What follows belongs to an exercise in optimizing a design on an open flow for small area and a short achievable clock period; a production flow would make more cautious choices.
RTL that was checked went through simulation tests only; none was proved equivalent to the original.

==> 02-28 <==
==> flow/design.v (excerpt) <==
module rs_decoder_top (
  input  logic               iclk,
  input  logic               ireset,
  input  logic               iclkena,
  input  logic               isop,
  input  logic               ival,
  input  rs_gf_pkg::data_t   idat,
  output logic               oerr_val,
  output rs_frame_pkg::pos_t oerr_pos,
  output rs_gf_pkg::data_t   oerr_mag,
  output logic               oframe_done,
  output rs_frame_pkg::cnt_t oerr_cnt,
  output logic               odecfail,
  output rs_frame_pkg::tag_t otag
);
export LEC_CHECK = 0
export CAP_MARGIN = 20
export CORE_MARGIN = 2
export CORE_UTILIZATION = 60
export CTS_BUF_LIST = sky130_fd_sc_hd__clkbuf_8
export CTS_CLUSTER_DIAMETER = 80
export CTS_CLUSTER_SIZE = 16
export SLEW_MARGIN = 20
create_clock -name core_clock -period 22.0 [get_ports {iclk}]
standard.sh (not shown) runs the stock make flow with config.mk's settings and CLKGATE_MAP_FILE= SYNTH_SCRIPT=/design/flow/synth_recipe.tcl, a recipe that flattens the netlist after the stock synthesis.
==> flow/flow/run.sh <==
#!/bin/bash
# Standard layout, with the setup repair aiming well below the clock period:
# the clock and constraints are unchanged, repair_timing just works until
# the worst path is at most TARGET ns long.
set -euo pipefail
TARGET=${TARGET:-5.6}
export SETUP_SLACK_MARGIN=$(python3 -c "print(round($FLOW_PERIOD_NS - $TARGET, 3))")
bash standard.sh > standard_flow.log 2>&1
==> 02-08: changes against 02-28 <==
--- a/flow/design.v
+++ b/flow/design.v
@@ -14,30 +14,12 @@
       if (prod[i]) begin
         prod ^= irr_poly << (i - 8);
       end
     end
     gf_mult = prod[8-1:0];
   endfunction
-  function automatic data_t gf_mult2(data_t a, data_t b, data_t c, data_t d);
-    logic [2*8-2:0] prod;
-    prod = '0;
-    for (int i = 0; i < 8; i++) begin
-      if (b[i]) begin
-        prod ^= {{(8-1){1'b0}}, a} << i;
-      end
-      if (d[i]) begin
-        prod ^= {{(8-1){1'b0}}, c} << i;
-      end
-    end
-    for (int i = 2*8-2; i >= 8; i--) begin
-      if (prod[i]) begin
-        prod ^= irr_poly << (i - 8);
-      end
-    end
-    gf_mult2 = prod[8-1:0];
-  endfunction
   function automatic data_t gf_pow_alpha(int e);
     data_t r;
     r = data_t'(1);
     for (int i = 0; i < (e % field_order); i++) begin
       r = gf_mult(r, data_t'(2));
     end
@@ -180,14 +162,13 @@
 );
   localparam int t   = 8;
   localparam int t2  = 16;
   localparam int np  = t2 + t - 1;    
   rs_gf_pkg::data_t syn [0:t2-1];
   rs_gf_pkg::data_t lam [0:t];
-  rs_gf_pkg::data_t cb  [0:t-1];
-  rs_gf_pkg::data_t cb_d;
+  rs_gf_pkg::data_t cb  [0:t+1];
   rs_gf_pkg::data_t gamma;
   rs_gf_pkg::data_t delta;
   rs_gf_pkg::data_t acc;
   logic [5:0]       kv;
   logic             c1_keep;
   logic             busy;
@@ -200,43 +181,41 @@
   logic             last_step;
   logic             p_bm;
   logic             p_fin;
   logic             swap;
   rs_gf_pkg::data_t lam_h;
   rs_gf_pkg::data_t cb_h;
-  rs_gf_pkg::data_t cb_x;
   rs_gf_pkg::data_t lam_new;
   rs_gf_pkg::data_t s_h;
   rs_gf_pkg::data_t acc_new;
   rs_gf_pkg::data_t cb_w;
   logic [4:0]       idx_base;
   assign last_step = (step == 4'(t));
   assign p_bm      = (pass < 5'(t2));
   assign p_fin     = (pass == 5'(np));
   assign swap      = (delta != '0) && !kv[5];
   always_comb begin
     if (p_first) begin
       lam_h = st0 ? rs_gf_pkg::data_t'(1) : '0;
-      cb_h  = st0 ? rs_gf_pkg::data_t'(1) : '0;
+      cb_h  = st1 ? rs_gf_pkg::data_t'(1) : '0;
     end
     else begin
       lam_h = lam[0];
-      cb_h  = (st0 && !c1_keep) ? '0 : cb[0];
+      cb_h  = (st0 || (st1 && !c1_keep)) ? '0 : cb[0];
     end
-    cb_x    = st0 ? '0 : cb_d;
-    lam_new = rs_gf_pkg::gf_mult2(gamma, lam_h, delta, cb_x);
+    lam_new = rs_gf_pkg::gf_mult(gamma, lam_h) ^ rs_gf_pkg::gf_mult(delta, cb_h);
     s_h     = idx[4] ? '0 : syn[idx[3:0]];
     acc_new = (st1 ? '0 : acc) ^ rs_gf_pkg::gf_mult(lam[t], s_h);
     if (!p_bm) begin
       cb_w = acc_new;
     end
     else if (st0 || swap) begin
       cb_w = lam_h;
     end
     else begin
-      cb_w = cb_x;
+      cb_w = cb_h;
     end
     if (pass < 5'(t2 - 1)) begin
       idx_base = pass + 5'd1;
     end
     else begin
       idx_base = pass - 5'(t2 - 1);
@@ -280,14 +259,13 @@
           loc_val <= 1'b1;
         end
       end
     end
   end
   always_ff @(posedge iclk) begin
-    acc  <= acc_new;
-    cb_d <= cb_h;
+    acc <= acc_new;
     idx <= st0 ? idx_base : idx - 1'b1;
   end
   always_ff @(posedge iclk) begin
     if (synd_val) begin
       for (int j = 0; j < t2; j++) begin
         syn[j] <= syndrome[j+1];
@@ -300,17 +278,17 @@
       if (!p_fin) begin
         for (int j = 0; j < t; j++) begin
           lam[j] <= lam[j+1];
         end
         lam[t] <= lam_new;
       end
-      if (p_bm ? !last_step : st0) begin
-        for (int j = 0; j < t-1; j++) begin
+      if (p_bm || st0) begin
+        for (int j = 0; j <= t; j++) begin
           cb[j] <= cb[j+1];
         end
-        cb[t-1] <= cb_w;
+        cb[t+1] <= cb_w;
       end
       if (st1 && p_bm) begin
         c1_keep <= swap;
       end
       if (st0 && !p_first && p_bm) begin
         delta <= acc_new;
@@ -332,13 +310,13 @@
   end
   always_comb begin
     for (int i = 0; i <= t; i++) begin
       loc_poly[i] = lam[i];
     end
     for (int i = 0; i < t; i++) begin
-      omega_poly[i] = cb[i];
+      omega_poly[i] = cb[i+2];
     end
   end
   assign loc_fail = kv[5];
   assign loc_len  = rs_frame_pkg::cnt_t'((6'(t2) - kv) >> 1);
 endmodule
 module rs_chien_forney (
@@ -393,13 +371,13 @@
   rs_gf_pkg::data_t   p_mag;
   logic               omg_take;
   assign e_last   = (e_pos == rs_frame_pkg::pos_t'(255-1));
   assign loc_take = en_d & loc_val & (~e_val | e_last);
   assign omg_take = en_d & s1_val & s1_first;
   for (genvar g = 0; g <= t; g++) begin : g_term
-    localparam rs_gf_pkg::data_t step = rs_gf_pkg::gf_pow_alpha(g + rs_gf_pkg::field_order - 4);
+    localparam rs_gf_pkg::data_t step = rs_gf_pkg::gf_pow_alpha(g);
     assign lam_nxt[g] = rs_gf_pkg::gf_mult(lam_reg[g], step);
     always_ff @(posedge iclk) begin
       if (loc_take) begin
         lam_reg[g] <= loc_poly[g];
       end
       else if (en_d && e_val) begin
==> flow/config.mk (replaced) <==
export PLATFORM = sky130hd
export DESIGN_NAME = rs_decoder_top
export DESIGN_NICKNAME = rs_decoder_top
export VERILOG_FILES = /design/flow/design.v
export SDC_FILE = /design/flow/constraint.sdc
export NUM_CORES = 4
export LEC_CHECK = 0
export CAP_MARGIN = 20
export CORE_MARGIN = 2
export CORE_UTILIZATION = 40
export SLEW_MARGIN = 20
==> 03-01: changes against 02-28 <==
--- a/flow/design.v
+++ b/flow/design.v
@@ -14,30 +14,12 @@
       if (prod[i]) begin
         prod ^= irr_poly << (i - 8);
       end
     end
     gf_mult = prod[8-1:0];
   endfunction
-  function automatic data_t gf_mult2(data_t a, data_t b, data_t c, data_t d);
-    logic [2*8-2:0] prod;
-    prod = '0;
-    for (int i = 0; i < 8; i++) begin
-      if (b[i]) begin
-        prod ^= {{(8-1){1'b0}}, a} << i;
-      end
-      if (d[i]) begin
-        prod ^= {{(8-1){1'b0}}, c} << i;
-      end
-    end
-    for (int i = 2*8-2; i >= 8; i--) begin
-      if (prod[i]) begin
-        prod ^= irr_poly << (i - 8);
-      end
-    end
-    gf_mult2 = prod[8-1:0];
-  endfunction
   function automatic data_t gf_pow_alpha(int e);
     data_t r;
     r = data_t'(1);
     for (int i = 0; i < (e % field_order); i++) begin
       r = gf_mult(r, data_t'(2));
     end
@@ -99,47 +81,32 @@
   input  rs_gf_pkg::data_t   idat,
   output logic               sym_val,
   output logic               sym_first,
   output rs_gf_pkg::data_t   sym_dat,
   output logic               synd_val
 );
-  logic               in_v;
-  logic               in_sop;
-  rs_gf_pkg::data_t   in_dat;
   rs_frame_pkg::pos_t cnt;
   logic in_frame;
   logic last_sym;
-  always_ff @(posedge iclk or posedge ireset) begin
-    if (ireset) begin
-      in_v <= 1'b0;
-    end
-    else begin
-      in_v <= iclkena & ival;
-    end
-  end
-  always_ff @(posedge iclk) begin
-    in_sop <= isop;
-    in_dat <= idat;
-  end
-  assign in_frame  = in_sop | (cnt != '0);
-  assign sym_val   = in_v & in_frame;
-  assign sym_first = in_v & in_sop;
-  assign sym_dat   = in_dat;
+  assign in_frame  = isop | (cnt != '0);
+  assign sym_val   = iclkena & ival & in_frame;
+  assign sym_first = iclkena & ival & isop;
+  assign sym_dat   = idat;
   assign last_sym  = sym_val & (cnt == rs_frame_pkg::pos_t'(255-1));
   always_ff @(posedge iclk or posedge ireset) begin
     if (ireset) begin
       cnt       <= '0;
       synd_val  <= 1'b0;
     end
     else begin
       synd_val <= last_sym;
       if (last_sym) begin
         cnt       <= '0;
       end
       else if (sym_val) begin
-        cnt <= in_sop ? rs_frame_pkg::pos_t'(1) : cnt + 1'b1;
+        cnt <= isop ? rs_frame_pkg::pos_t'(1) : cnt + 1'b1;
       end
     end
   end
 endmodule
 module rs_syndrome_cell #(
   parameter int root_idx = 0
@@ -220,13 +187,13 @@
     end
     else begin
       lam_h = lam[0];
       cb_h  = (st0 && !c1_keep) ? '0 : cb[0];
     end
     cb_x    = st0 ? '0 : cb_d;
-    lam_new = rs_gf_pkg::gf_mult2(gamma, lam_h, delta, cb_x);
+    lam_new = rs_gf_pkg::gf_mult(gamma, lam_h) ^ rs_gf_pkg::gf_mult(delta, cb_x);
     s_h     = idx[4] ? '0 : syn[idx[3:0]];
     acc_new = (st1 ? '0 : acc) ^ rs_gf_pkg::gf_mult(lam[t], s_h);
     if (!p_bm) begin
       cb_w = acc_new;
     end
     else if (st0 || swap) begin
@@ -357,13 +324,12 @@
   output logic               oframe_done,
   output rs_frame_pkg::cnt_t oerr_cnt,
   output logic               odecfail,
   output rs_frame_pkg::tag_t otag
 );
   localparam int t = 8;
-  logic               en_d;
   rs_gf_pkg::data_t lam_reg [0:t];
   rs_gf_pkg::data_t omg_reg [0:t-1];
   rs_gf_pkg::data_t lam_nxt [0:t];
   rs_gf_pkg::data_t omg_nxt [0:t-1];
   logic               e_val;
   rs_frame_pkg::pos_t e_pos;
@@ -382,40 +348,34 @@
   logic               s1_root;
   rs_gf_pkg::data_t   s1_lodd;
   logic               s2_val;
   logic               s2_last;
   logic               s2_root;
   rs_gf_pkg::data_t   s2_inv;
-  logic               v_val;
-  logic               v_done;
-  rs_gf_pkg::data_t   v_mag;
-  logic               p_val;
-  logic               p_done;
-  rs_gf_pkg::data_t   p_mag;
   logic               omg_take;
   assign e_last   = (e_pos == rs_frame_pkg::pos_t'(255-1));
-  assign loc_take = en_d & loc_val & (~e_val | e_last);
-  assign omg_take = en_d & s1_val & s1_first;
+  assign loc_take = iclkena & loc_val & (~e_val | e_last);
+  assign omg_take = iclkena & s1_val & s1_first;
   for (genvar g = 0; g <= t; g++) begin : g_term
     localparam rs_gf_pkg::data_t step = rs_gf_pkg::gf_pow_alpha(g + rs_gf_pkg::field_order - 4);
     assign lam_nxt[g] = rs_gf_pkg::gf_mult(lam_reg[g], step);
     always_ff @(posedge iclk) begin
       if (loc_take) begin
         lam_reg[g] <= loc_poly[g];
       end
-      else if (en_d && e_val) begin
+      else if (iclkena && e_val) begin
         lam_reg[g] <= lam_nxt[g];
       end
     end
     if (g < t) begin : g_omega
       assign omg_nxt[g] = rs_gf_pkg::gf_mult(omg_reg[g], step);
       always_ff @(posedge iclk) begin
         if (omg_take) begin
           omg_reg[g] <= omega_poly[g];
         end
-        else if (en_d && s2_val) begin
+        else if (iclkena && s2_val) begin
           omg_reg[g] <= omg_nxt[g];
         end
       end
     end
   end
   always_comb begin
@@ -435,85 +395,67 @@
     end
   end
   assign e_root       = (lam_even ^ lam_odd) == '0;
   assign root_cnt_nxt = root_cnt + rs_frame_pkg::cnt_t'(e_root);
   always_ff @(posedge iclk or posedge ireset) begin
     if (ireset) begin
-      en_d        <= 1'b0;
       e_val       <= 1'b0;
       e_pos       <= '0;
       s1_val      <= 1'b0;
       s2_val      <= 1'b0;
-      v_val       <= 1'b0;
-      v_done      <= 1'b0;
-      p_val       <= 1'b0;
-      p_done      <= 1'b0;
       root_cnt    <= '0;
       oerr_val    <= 1'b0;
       oerr_pos    <= '0;
       oframe_done <= 1'b0;
       otag        <= '0;
     end
-    else begin
-      en_d <= iclkena;
-      if (en_d) begin
-        if (loc_take) begin
-          e_val <= 1'b1;
-          e_pos <= '0;
-        end
-        else if (e_val) begin
-          e_pos <= e_pos + 1'b1;
-          if (e_last) begin
-            e_val <= 1'b0;
-          end
-        end
-        if (e_val) begin
-          root_cnt <= e_last ? '0 : root_cnt_nxt;
-        end
-        s1_val <= e_val;
-        s2_val <= s1_val;
-        v_val  <= s2_val;
-        v_done <= s2_val & s2_last;
-        p_val  <= v_val;
-        p_done <= v_done;
-      end
-      if (iclkena) begin
-        oerr_val    <= en_d ? v_val  : p_val;
-        oframe_done <= en_d ? v_done : p_done;
-        if (oerr_val) begin
-          oerr_pos <= (oerr_pos == rs_frame_pkg::pos_t'(255-1)) ? '0 : oerr_pos + 1'b1;
-        end
-        if (oframe_done) begin
-          otag <= otag + 1'b1;
-        end
+    else if (iclkena) begin
+      if (loc_take) begin
+        e_val <= 1'b1;
+        e_pos <= '0;
+      end
+      else if (e_val) begin
+        e_pos <= e_pos + 1'b1;
+        if (e_last) begin
+          e_val <= 1'b0;
+        end
+      end
+      if (e_val) begin
+        root_cnt <= e_last ? '0 : root_cnt_nxt;
+      end
+      s1_val      <= e_val;
+      s2_val      <= s1_val;
+      oerr_val    <= s2_val;
+      oframe_done <= s2_val & s2_last;
+      if (oerr_val) begin
+        oerr_pos <= (oerr_pos == rs_frame_pkg::pos_t'(255-1)) ? '0 : oerr_pos + 1'b1;
+      end
+      if (oframe_done) begin
+        otag <= otag + 1'b1;
       end
     end
   end
   always_ff @(posedge iclk) begin
     if (loc_take) begin
       e_len  <= loc_len;
       e_fail <= loc_fail;
     end
-    if (en_d) begin
+    if (iclkena) begin
       s1_first <= (e_pos == '0);
       s1_last  <= e_last;
       s1_root  <= e_val & e_root;
       s1_lodd  <= lam_odd;
       s2_last  <= s1_last;
       s2_root  <= s1_root;
       s2_inv   <= rs_gf_pkg::gf_inv(s1_lodd);
-      v_mag    <= s2_root ? rs_gf_pkg::gf_mult(omg_sum, s2_inv) : '0;
-      p_mag    <= v_mag;
+      oerr_mag <= s2_root ? rs_gf_pkg::gf_mult(omg_sum, s2_inv) : '0;
       if (e_val && e_last) begin
         oerr_cnt <= root_cnt_nxt;
         odecfail <= e_fail | (root_cnt_nxt != e_len);
       end
     end
-    if (iclkena) begin
-      oerr_mag <= en_d ? v_mag : p_mag;
-    end
   end
 endmodule
 module rs_decoder_top (
   input  logic               iclk,
   input  logic               ireset,
   input  logic               iclkena,
==> flow/config.mk (replaced) <==
export PLATFORM = sky130hd
export DESIGN_NAME = rs_decoder_top
export DESIGN_NICKNAME = rs_decoder_top
export VERILOG_FILES = /design/flow/design.v
export SDC_FILE = /design/flow/constraint.sdc
export NUM_CORES = 4
export LEC_CHECK = 0
export CAP_MARGIN = 20
export CORE_MARGIN = 2
export CORE_UTILIZATION = 60
export CTS_CLUSTER_DIAMETER = 100
export CTS_CLUSTER_SIZE = 22
export SLEW_MARGIN = 20
==> comparison <==
- Of 02-08 and 02-28, 02-08 has the higher die area (gap 53%, measured against 02-28).
- The highest core utilization belongs to 03-01, the lowest to 02-08.
- In critical path depth, 02-08 and 02-28 do not differ.
- Via count, lowest first: 02-28, 02-08, 03-01.
The RTL of 02-28 and 03-01 was laid out without a check of its function.

[separate check: timing with driven ports]
The flow's constraints put no driver on any port. The routed layouts listed below were extracted and timed again, unchanged, in two steps.
Step 1: set_driving_cell puts a clkbuf_16 on iclk and a buf_2 on each other input, an assumption about the parent block.
Step 2 adds t to the input delays and takes it off the output delays; t is the mean of the earliest and latest rising clock arrival at the registers after step 1. Input paths then give back, and output paths get back, about the clock's delay inside the block.
a / b / c = ideal / step 1 / step 2; a / b = the first two.
| run | t (ns) | setup slack, ns | worst hold slack (ns) |
|---|---|---|---|
| 02-28 | 0.733 | 16.325 / 16.269 / 15.849 | 0.413 / 0.413 / 0.413 |
| 02-08 | 0.680 | 16.386 / 16.319 / 15.842 | 0.419 / 0.419 / 0.419 |
| 03-01 | 0.649 | 16.355 / 16.380 / 15.747 | 0.432 / 0.432 / 0.432 |
After both steps every run listed still meets setup and hold. For 03-01, which loses most, drivers alone change the setup slack by +0.025 ns; drivers and shift together by -0.608 ns.
